From an optimization exercise on the open Yosys and OpenROAD flow, aimed at small area, a short achievable clock period and few clock cycles; shortcuts taken in it are not production practice. At most, simulation tests tie the RTL to the original design; equivalence was not proved. Power is estimated from default activity; no workload was simulated.

Design rotor_byte_cipher, start of the top module:
module rotor_byte_cipher (
  input  logic        clk,
  input  logic        rst,
  input  logic        cfg_we,
  input  logic [1:0]  cfg_index,
  input  logic [59:0] cfg_data,
  input  logic        byte_valid,
  output logic        byte_ready,
  input  logic        restart,
  input  logic [7:0]  data_in,
  output logic        code_valid,
  input  logic        code_ready,
  output logic [7:0]  data_out
);
Size in the first run: roughly 430 flip-flops, ~22000 sq um of cells after synthesis.
export LEC_CHECK = 0
export ABC_AREA = 1
export CAP_MARGIN = 20
export CORE_MARGIN = 2
export CORE_UTILIZATION = 40
export CTS_CLUSTER_DIAMETER = 100
export CTS_CLUSTER_SIZE = 24
export PLACE_DENSITY = 0.6
export SETUP_SLACK_MARGIN = 3.6
export SLEW_MARGIN = 20
create_clock -name core_clock -period 6.0 [get_ports {clk}]
standard.sh (not shown) runs the stock make flow with config.mk's settings and CLKGATE_MAP_FILE= SYNTH_SCRIPT=/design/flow/synth_recipe.tcl, a recipe that flattens the netlist after the stock synthesis.
==> flow/flow/run.sh <==
#!/bin/bash
# layout flow: the standard flow, with plain buffers on the ports (instead of
# the delay cells buffer_ports picks by default) and resizing not tied to footprints
bash standard.sh MATCH_CELL_FOOTPRINT=0 "BUFFER_PORTS_ARGS=-buffer_cell sky130_fd_sc_hd__buf_2" finish > standard.log 2>&1
The starting point completed with no timing, DRC or antenna violations.
Testbench counts at the start, summed over its fixed seeds: cycles 12,417.
Edit:
--- a/flow/design.v
+++ b/flow/design.v
@@ -57,12 +57,13 @@
   logic       s2_v;
   logic [4:0] s2_a;
   logic [2:0] s2_h;
   logic       o1_v;
   logic [7:0] o1_d;
   logic       rdy;
+  logic       rst_q;         
   logic [4:0] key_v, key_w, key_0, key_31, vsum_w;
   logic [4:0] tab_a, tab_b;
   logic       accept, take, s2_move, s1_move, wr_go, sweep_step;
   logic       gc1, gc2, tc1, tc2;
   logic [2:0] gadd;
   logic [2:0] hit;
@@ -93,13 +94,13 @@
       gap[k] = trk_done[k] ? trk_gap[k] : 3'd0;
       hit[k] = (wr_addr == 5'(k)) || (wr_addr == 5'(31 - k));
     end
     gadd = '0;
     for (int k = 0; k < 3; k++) begin
       if (hit[k] && trk_found[k] && !trk_done[k]) begin
-        gadd = gadd | (trk_gap[k] + 3'd1);
+        gadd = gadd | trk_gap[k];
       end
     end
   end
   assign gc1  = (gap[0] == 3'd7);
   assign gc2  = gc1 && (gap[1] == 3'd7);
   assign tc1  = (t0 == 3'd7);
@@ -108,34 +109,37 @@
   assign s1_wait_n = (accept && restart && dirty) || (s1_wait && !sweep_done);
   assign s2_v_n    = s1_move || (s2_v && !s2_move);
   assign o0_v_n    = take ? (o1_v || s2_move) : (code_valid || s2_move);
   assign o1_v_n    = take ? (o1_v && s2_move) : (o1_v || (code_valid && s2_move));
   rbc_swap_mem u_swap_mem (
     .clk       (clk),
-    .rst       (rst),
+    .rst       (rst_q),
     .wr_en     (wr_go),
     .wr_addr   (wr_addr),
     .wr_data   (wr_data),
     .rd_addr_a (data_in[4:0]),
     .rd_data_a (tab_a),
     .rd_addr_b (s2_a),
     .rd_data_b (tab_b)
   );
+  always_ff @(posedge clk) begin
+    rst_q <= rst;
+  end
   always_ff @(posedge clk) begin
     if (rst) begin
       key_zero   <= '1;
       dirty      <= 1'b1;
       sweeping   <= 1'b0;
       wr_v       <= 1'b0;
       sweep_done <= 1'b0;
       s1_v       <= 1'b0;
       s1_wait    <= 1'b0;
       s2_v       <= 1'b0;
       code_valid <= 1'b0;
       o1_v       <= 1'b0;
-      rdy        <= 1'b1;
+      rdy        <= 1'b0;
       v0         <= '0;
       v1         <= '0;
       vsum       <= '0;
       t0         <= '0;
       t1         <= '0;
       tsum       <= '0;
@@ -208,20 +212,21 @@
         s1_v <= 1'b0;
       end
       if (wr_go) begin
         wr_v <= 1'b0;
         gsum <= gsum + gadd;
         for (int k = 0; k < 3; k++) begin
-          if (trk_found[k] && !trk_done[k]) begin
-            trk_gap[k] <= trk_gap[k] + 3'd1;
-          end
           if (hit[k]) begin
             trk_found[k] <= 1'b1;
-            if (trk_found[k]) begin
+            if (!trk_found[k]) begin
+              trk_gap[k] <= 3'd1;
+            end else begin
               trk_done[k] <= 1'b1;
             end
+          end else if (trk_found[k] && !trk_done[k]) begin
+            trk_gap[k] <= trk_gap[k] + 3'd1;
           end
         end
       end
       if (sweep_step) begin
         wr_v    <= 1'b1;
         wr_addr <= key_v;
@@ -248,10 +253,10 @@
         tsum    <= gsum + 3'd1 + 3'(gc1) + 3'(gc2);
       end
       if (cfg_we && cfg_index != 2'd3) begin
         dirty <= 1'b1;
         key_zero[cfg_index] <= 1'b0;
       end
-      rdy <= !(s1_v_n && s2_v_n && o0_v_n && o1_v_n) && !s1_wait_n;
+      rdy <= rst_q || (!(s1_v_n && s2_v_n && o0_v_n && o1_v_n) && !s1_wait_n);
     end
   end
 endmodule
What happened: Cell area grows by a few percent; total power shrinks slightly; worst setup slack gets worse by 0.013 ns; wire length grows by roughly a tenth; utilization stays flat; global-route usage grows by 1.4 points; count of clock-buffer cells in the layout shrinks by 1; synthesized cell count grows by a few percent; sequential power hardly moves; critical path depth shrinks by 10; clock power grows by a few percent; maximum frequency shrinks slightly; via count grows by a few percent; worst hold slack gets worse by 0.0082 ns.
The RTL of the second run of this note was laid out without a check of its function.

========
The RTL this note starts from:
==> flow/design.v <==
module rbc_swap_mem (
  input  logic       clk,
  input  logic       rst,
  input  logic       wr_en,
  input  logic [4:0] wr_addr,
  input  logic [4:0] wr_data,
  input  logic [4:0] rd_addr_a,
  output logic [4:0] rd_data_a,
  input  logic [4:0] rd_addr_b,
  output logic [4:0] rd_data_b
);
  logic [4:0] mem [32];
  logic [4:0] d_one, d_zero;
  assign d_one  = wr_data | {5{rst}};
  assign d_zero = wr_data & ~{5{rst}};
  always_ff @(posedge clk) begin
    for (int e = 0; e < 32; e++) begin
      if (rst || (wr_en && wr_addr == 5'(e))) begin
        for (int b = 0; b < 5; b++) begin
          mem[e][b] <= e[b] ? d_one[b] : d_zero[b];
        end
      end
    end
  end
  assign rd_data_a = mem[rd_addr_a];
  assign rd_data_b = mem[rd_addr_b];
endmodule
module rotor_byte_cipher (
  input  logic        clk,
  input  logic        rst,
  input  logic        cfg_we,
  input  logic [1:0]  cfg_index,
  input  logic [59:0] cfg_data,
  input  logic        byte_valid,
  output logic        byte_ready,
  input  logic        restart,
  input  logic [7:0]  data_in,
  output logic        code_valid,
  input  logic        code_ready,
  output logic [7:0]  data_out
);
  logic [159:0] keys;
  logic [2:0]   key_zero;    
  logic [4:0] v0, v1, vsum;
  logic [2:0] t0, t1, tsum;
  logic       dirty;         
  logic       sweeping;      
  logic       wr_v, wr_last;
  logic [4:0] wr_addr, wr_data;
  logic       sweep_done;    
  logic [2:0] trk_found, trk_done;
  logic [2:0][2:0] trk_gap;   
  logic [2:0] gsum;           
  logic       s1_v, s1_wait, s1_alt;
  logic [4:0] s1_x, s1_xr, s1_kv;
  logic [2:0] s1_t, s1_dh;
  logic       s2_v;
  logic [4:0] s2_a;
  logic [2:0] s2_h;
  logic       o1_v;
  logic [7:0] o1_d;
  logic       rdy;
  logic [4:0] key_v, key_w, key_0, key_31, vsum_w;
  logic [4:0] tab_a, tab_b;
  logic       accept, take, s2_move, s1_move, wr_go, sweep_step;
  logic       gc1, gc2, tc1, tc2;
  logic [2:0] gadd;
  logic [2:0] hit;
  logic [2:0][2:0] gap;       
  logic       s1_v_n, s1_wait_n, s2_v_n, o0_v_n, o1_v_n;
  assign byte_ready = rdy;
  assign accept     = byte_valid && rdy;
  assign take       = code_valid && code_ready;
  assign s2_move    = s2_v && (!o1_v || take);
  assign s1_move    = s1_v && !s1_wait && (!s2_v || s2_move);
  assign wr_go      = wr_v && (!s2_v || !o1_v);
  assign sweep_step = sweeping && (!wr_v || wr_go);
  always_ff @(posedge clk) begin
    if (cfg_we && cfg_index == 2'd0) keys[59:0]    <= cfg_data;
    if (cfg_we && cfg_index == 2'd1) keys[119:60]  <= cfg_data;
    if (cfg_we && cfg_index == 2'd2) keys[159:120] <= cfg_data[39:0];
  end
  function automatic logic part_zero(input logic [4:0] i, input logic [2:0] z);
    part_zero = (i < 5'd12) ? z[0] : ((i < 5'd24) ? z[1] : z[2]);
  endfunction
  assign vsum_w = ~vsum;
  assign key_v  = part_zero(vsum, key_zero)   ? 5'd0 : keys[vsum*5 +: 5];
  assign key_w  = part_zero(vsum_w, key_zero) ? 5'd0 : keys[vsum_w*5 +: 5];
  assign key_0  = key_zero[0] ? 5'd0 : keys[4:0];
  assign key_31 = key_zero[2] ? 5'd0 : keys[159:155];
  always_comb begin
    for (int k = 0; k < 3; k++) begin
      gap[k] = trk_done[k] ? trk_gap[k] : 3'd0;
      hit[k] = (wr_addr == 5'(k)) || (wr_addr == 5'(31 - k));
    end
    gadd = '0;
    for (int k = 0; k < 3; k++) begin
      if (hit[k] && trk_found[k] && !trk_done[k]) begin
        gadd = gadd | (trk_gap[k] + 3'd1);
      end
    end
  end
  assign gc1  = (gap[0] == 3'd7);
  assign gc2  = gc1 && (gap[1] == 3'd7);
  assign tc1  = (t0 == 3'd7);
  assign tc2  = tc1 && (t1 == 3'd7);
  assign s1_v_n    = accept || (s1_v && !s1_move);
  assign s1_wait_n = (accept && restart && dirty) || (s1_wait && !sweep_done);
  assign s2_v_n    = s1_move || (s2_v && !s2_move);
  assign o0_v_n    = take ? (o1_v || s2_move) : (code_valid || s2_move);
  assign o1_v_n    = take ? (o1_v && s2_move) : (o1_v || (code_valid && s2_move));
  rbc_swap_mem u_swap_mem (
    .clk       (clk),
    .rst       (rst),
    .wr_en     (wr_go),
    .wr_addr   (wr_addr),
    .wr_data   (wr_data),
    .rd_addr_a (data_in[4:0]),
    .rd_data_a (tab_a),
    .rd_addr_b (s2_a),
    .rd_data_b (tab_b)
  );
  always_ff @(posedge clk) begin
    if (rst) begin
      key_zero   <= '1;
      dirty      <= 1'b1;
      sweeping   <= 1'b0;
      wr_v       <= 1'b0;
      sweep_done <= 1'b0;
      s1_v       <= 1'b0;
      s1_wait    <= 1'b0;
      s2_v       <= 1'b0;
      code_valid <= 1'b0;
      o1_v       <= 1'b0;
      rdy        <= 1'b1;
      v0         <= '0;
      v1         <= '0;
      vsum       <= '0;
      t0         <= '0;
      t1         <= '0;
      tsum       <= '0;
    end else begin
      if (take) begin
        if (o1_v) begin
          data_out <= o1_d;
          o1_v     <= s2_move;
          o1_d     <= {s2_h, tab_b};
        end else begin
          code_valid <= s2_move;
          data_out   <= {s2_h, tab_b};
        end
      end else if (s2_move) begin
        if (!code_valid) begin
          code_valid <= 1'b1;
          data_out   <= {s2_h, tab_b};
        end else begin
          o1_v <= 1'b1;
          o1_d <= {s2_h, tab_b};
        end
      end
      if (s1_move) begin
        s2_v <= 1'b1;
        s2_a <= (s1_alt ? s1_xr : s1_x) + s1_kv;
        s2_h <= s1_dh + s1_t;
      end else if (s2_move) begin
        s2_v <= 1'b0;
      end
      if (accept) begin
        s1_v   <= 1'b1;
        s1_x   <= tab_a;
        s1_dh  <= data_in[7:5];
        s1_alt <= 1'b0;
        if (restart) begin
          s1_kv <= key_0;
          v0    <= 5'd1;
          v1    <= 5'd0;
          vsum  <= 5'd1;
          if (dirty) begin
            s1_wait   <= 1'b1;
            s1_alt    <= 1'b1;
            s1_xr     <= data_in[4:0];
            sweeping  <= 1'b1;
            wr_v      <= 1'b1;
            wr_last   <= 1'b0;
            wr_addr   <= key_0;
            wr_data   <= key_31;
            trk_found <= '0;
            trk_done  <= '0;
            trk_gap   <= '0;
            gsum      <= '0;
          end else begin
            s1_t <= gsum;
            t0   <= gap[0] + 3'd1;
            t1   <= gap[1] + 3'(gc1);
            tsum <= gsum + 3'd1 + 3'(gc1) + 3'(gc2);
          end
        end else begin
          s1_kv <= key_v;
          s1_t  <= tsum;
          v0    <= v0 + 5'd1;
          v1    <= v1 + 5'(v0 == 5'd31);
          vsum  <= vsum + 5'd1 + 5'(v0 == 5'd31) + 5'(v0 == 5'd31 && v1 == 5'd31);
          t0    <= t0 + 3'd1;
          t1    <= t1 + 3'(tc1);
          tsum  <= tsum + 3'd1 + 3'(tc1) + 3'(tc2);
        end
      end else if (s1_move) begin
        s1_v <= 1'b0;
      end
      if (wr_go) begin
        wr_v <= 1'b0;
        gsum <= gsum + gadd;
        for (int k = 0; k < 3; k++) begin
          if (trk_found[k] && !trk_done[k]) begin
            trk_gap[k] <= trk_gap[k] + 3'd1;
          end
          if (hit[k]) begin
            trk_found[k] <= 1'b1;
            if (trk_found[k]) begin
              trk_done[k] <= 1'b1;
            end
          end
        end
      end
      if (sweep_step) begin
        wr_v    <= 1'b1;
        wr_addr <= key_v;
        wr_data <= key_w;
        wr_last <= (vsum == 5'd31);
        if (vsum == 5'd31) begin
          sweeping <= 1'b0;
          vsum     <= 5'd1;
        end else begin
          vsum     <= vsum + 5'd1;
        end
      end
      sweep_done <= wr_go && wr_last;
      if (wr_go && wr_last) begin
        s2_a <= s1_xr;
      end
      if (sweep_done) begin
        dirty   <= 1'b0;
        s1_wait <= 1'b0;
        s1_xr   <= tab_b;
        s1_t    <= gsum;
        t0      <= gap[0] + 3'd1;
        t1      <= gap[1] + 3'(gc1);
        tsum    <= gsum + 3'd1 + 3'(gc1) + 3'(gc2);
      end
      if (cfg_we && cfg_index != 2'd3) begin
        dirty <= 1'b1;
        key_zero[cfg_index] <= 1'b0;
      end
      rdy <= !(s1_v_n && s2_v_n && o0_v_n && o1_v_n) && !s1_wait_n;
    end
  end
endmodule
export LEC_CHECK = 0
export ABC_AREA = 1
export CAP_MARGIN = 20
export CORE_MARGIN = 2
export CORE_UTILIZATION = 40
export PLACE_DENSITY = 0.6
export SETUP_SLACK_MARGIN = 3.6
export SLEW_MARGIN = 20
create_clock -name core_clock -period 6.0 [get_ports {clk}]
Scripts as last shown in full above: flow/flow/run.sh
Testbench counts at the start, summed over its fixed seeds: cycles 12,417.
Change:
--- a/flow/design.v
+++ b/flow/design.v
@@ -2,7 +2,8 @@
   input  logic       clk,
   input  logic       rst,
   input  logic       wr_en,
-  input  logic [4:0] wr_addr,
+  input  logic [3:0] wr_sel_lo,
+  input  logic [7:0] wr_sel_hi,
   input  logic [4:0] wr_data,
   input  logic [4:0] rd_addr_a,
   output logic [4:0] rd_data_a,
@@ -15,7 +16,7 @@
   assign d_zero = wr_data & ~{5{rst}};
   always_ff @(posedge clk) begin
     for (int e = 0; e < 32; e++) begin
-      if (rst || (wr_en && wr_addr == 5'(e))) begin
+      if (rst || (wr_en && wr_sel_lo[e % 4] && wr_sel_hi[e / 4])) begin
         for (int b = 0; b < 5; b++) begin
           mem[e][b] <= e[b] ? d_one[b] : d_zero[b];
         end
@@ -46,7 +47,9 @@
   logic       dirty;         
   logic       sweeping;      
   logic       wr_v, wr_last;
-  logic [4:0] wr_addr, wr_data;
+  logic [4:0] wr_data;
+  logic [3:0] wr_lo;         
+  logic [7:0] wr_hi;         
   logic       sweep_done;    
   logic [2:0] trk_found, trk_done;
   logic [2:0][2:0] trk_gap;   
@@ -80,6 +83,12 @@
     if (cfg_we && cfg_index == 2'd1) keys[119:60]  <= cfg_data;
     if (cfg_we && cfg_index == 2'd2) keys[159:120] <= cfg_data[39:0];
   end
+  function automatic logic [3:0] onehot_lo(input logic [4:0] a);
+    onehot_lo = 4'b0001 << a[1:0];
+  endfunction
+  function automatic logic [7:0] onehot_hi(input logic [4:0] a);
+    onehot_hi = 8'b0000_0001 << a[4:2];
+  endfunction
   function automatic logic part_zero(input logic [4:0] i, input logic [2:0] z);
     part_zero = (i < 5'd12) ? z[0] : ((i < 5'd24) ? z[1] : z[2]);
   endfunction
@@ -91,12 +100,14 @@
   always_comb begin
     for (int k = 0; k < 3; k++) begin
       gap[k] = trk_done[k] ? trk_gap[k] : 3'd0;
-      hit[k] = (wr_addr == 5'(k)) || (wr_addr == 5'(31 - k));
-    end
+    end
+    hit[0] = (wr_lo[0] && wr_hi[0]) || (wr_lo[3] && wr_hi[7]);
+    hit[1] = (wr_lo[1] && wr_hi[0]) || (wr_lo[2] && wr_hi[7]);
+    hit[2] = (wr_lo[2] && wr_hi[0]) || (wr_lo[1] && wr_hi[7]);
     gadd = '0;
     for (int k = 0; k < 3; k++) begin
       if (hit[k] && trk_found[k] && !trk_done[k]) begin
-        gadd = gadd | (trk_gap[k] + 3'd1);
+        gadd = gadd | trk_gap[k];
       end
     end
   end
@@ -113,7 +124,8 @@
     .clk       (clk),
     .rst       (rst),
     .wr_en     (wr_go),
-    .wr_addr   (wr_addr),
+    .wr_sel_lo (wr_lo),
+    .wr_sel_hi (wr_hi),
     .wr_data   (wr_data),
     .rd_addr_a (data_in[4:0]),
     .rd_data_a (tab_a),
@@ -182,7 +194,8 @@
             sweeping  <= 1'b1;
             wr_v      <= 1'b1;
             wr_last   <= 1'b0;
-            wr_addr   <= key_0;
+            wr_lo     <= onehot_lo(key_0);
+            wr_hi     <= onehot_hi(key_0);
             wr_data   <= key_31;
             trk_found <= '0;
             trk_done  <= '0;
@@ -211,20 +224,22 @@
         wr_v <= 1'b0;
         gsum <= gsum + gadd;
         for (int k = 0; k < 3; k++) begin
-          if (trk_found[k] && !trk_done[k]) begin
+          if (hit[k]) begin
+            trk_found[k] <= 1'b1;
+            if (!trk_found[k]) begin
+              trk_gap[k] <= 3'd1;
+            end else begin
+              trk_done[k] <= 1'b1;
+            end
+          end else if (trk_found[k] && !trk_done[k]) begin
             trk_gap[k] <= trk_gap[k] + 3'd1;
           end
-          if (hit[k]) begin
-            trk_found[k] <= 1'b1;
-            if (trk_found[k]) begin
-              trk_done[k] <= 1'b1;
-            end
-          end
         end
       end
       if (sweep_step) begin
         wr_v    <= 1'b1;
-        wr_addr <= key_v;
+        wr_lo   <= onehot_lo(key_v);
+        wr_hi   <= onehot_hi(key_v);
         wr_data <= key_w;
         wr_last <= (vsum == 5'd31);
         if (vsum == 5'd31) begin
Power goes up by about 6%.
Combinational power goes up by about 8%.
First-iteration DRC count goes up by about 18%.
Via count goes up by about 1.7%.
Die area goes up by 1.6%.
Utilization goes up by 0.59 points.
Routed wire length goes up by about 5%.
Setup slack improves by 23 ps.
Cell area goes up by 3.3%.
Area after synthesis goes up by 1.6%.
Register-to-register slack improves by 70 ps.
Flip-flop and latch count goes up by 7.
Function not checked in the second run of this note: the RTL went through the layout flow alone.

-- re-timing with driven ports --
No port has a modelled driver above. Below, the same layouts with a new extraction and two added sets of constraints.
Step 1, drivers: a clkbuf_16 drives clk and a buf_2 each remaining input, both assumed.
Step 2 adds t to the input delays and takes it off the output delays; t is the mean of the earliest and latest rising clock arrival at the registers after step 1. Input paths then give back, and output paths get back, about the clock's delay inside the block.
a / b / c = ideal ports / drivers / drivers and shift; a / b = the first two.
| run | t (ns) | setup slack, ns | worst hold slack (ns) | clock arrival spread, ns | slew at the worst register clock pin (ns) |
|---|---|---|---|---|---|
| the first run of note 1 | 0.623 | 3.560 / 3.560 / 3.070 | 0.461 / 0.461 / 0.461 | 0.019 / 0.019 | 0.10 / 0.10 |
| the second run of note 1 | 0.633 | 3.547 / 3.547 / 3.057 | 0.453 / 0.453 / 0.453 | 0.027 / 0.027 | 0.11 / 0.11 |
| the first run of note 2 | 0.638 | 3.562 / 3.562 / 3.070 | 0.456 / 0.456 / 0.456 | 0.017 / 0.016 | 0.06 / 0.06 |
| the second run of note 2 | 0.658 | 3.585 / 3.607 / 2.965 | 0.456 / 0.456 / 0.456 | 0.030 / 0.030 | 0.06 / 0.06 |
After both steps setup and hold are still met in every run listed. For the second run of note 2, which loses most, drivers alone change the setup slack by +0.022 ns; drivers and shift together by -0.620 ns.
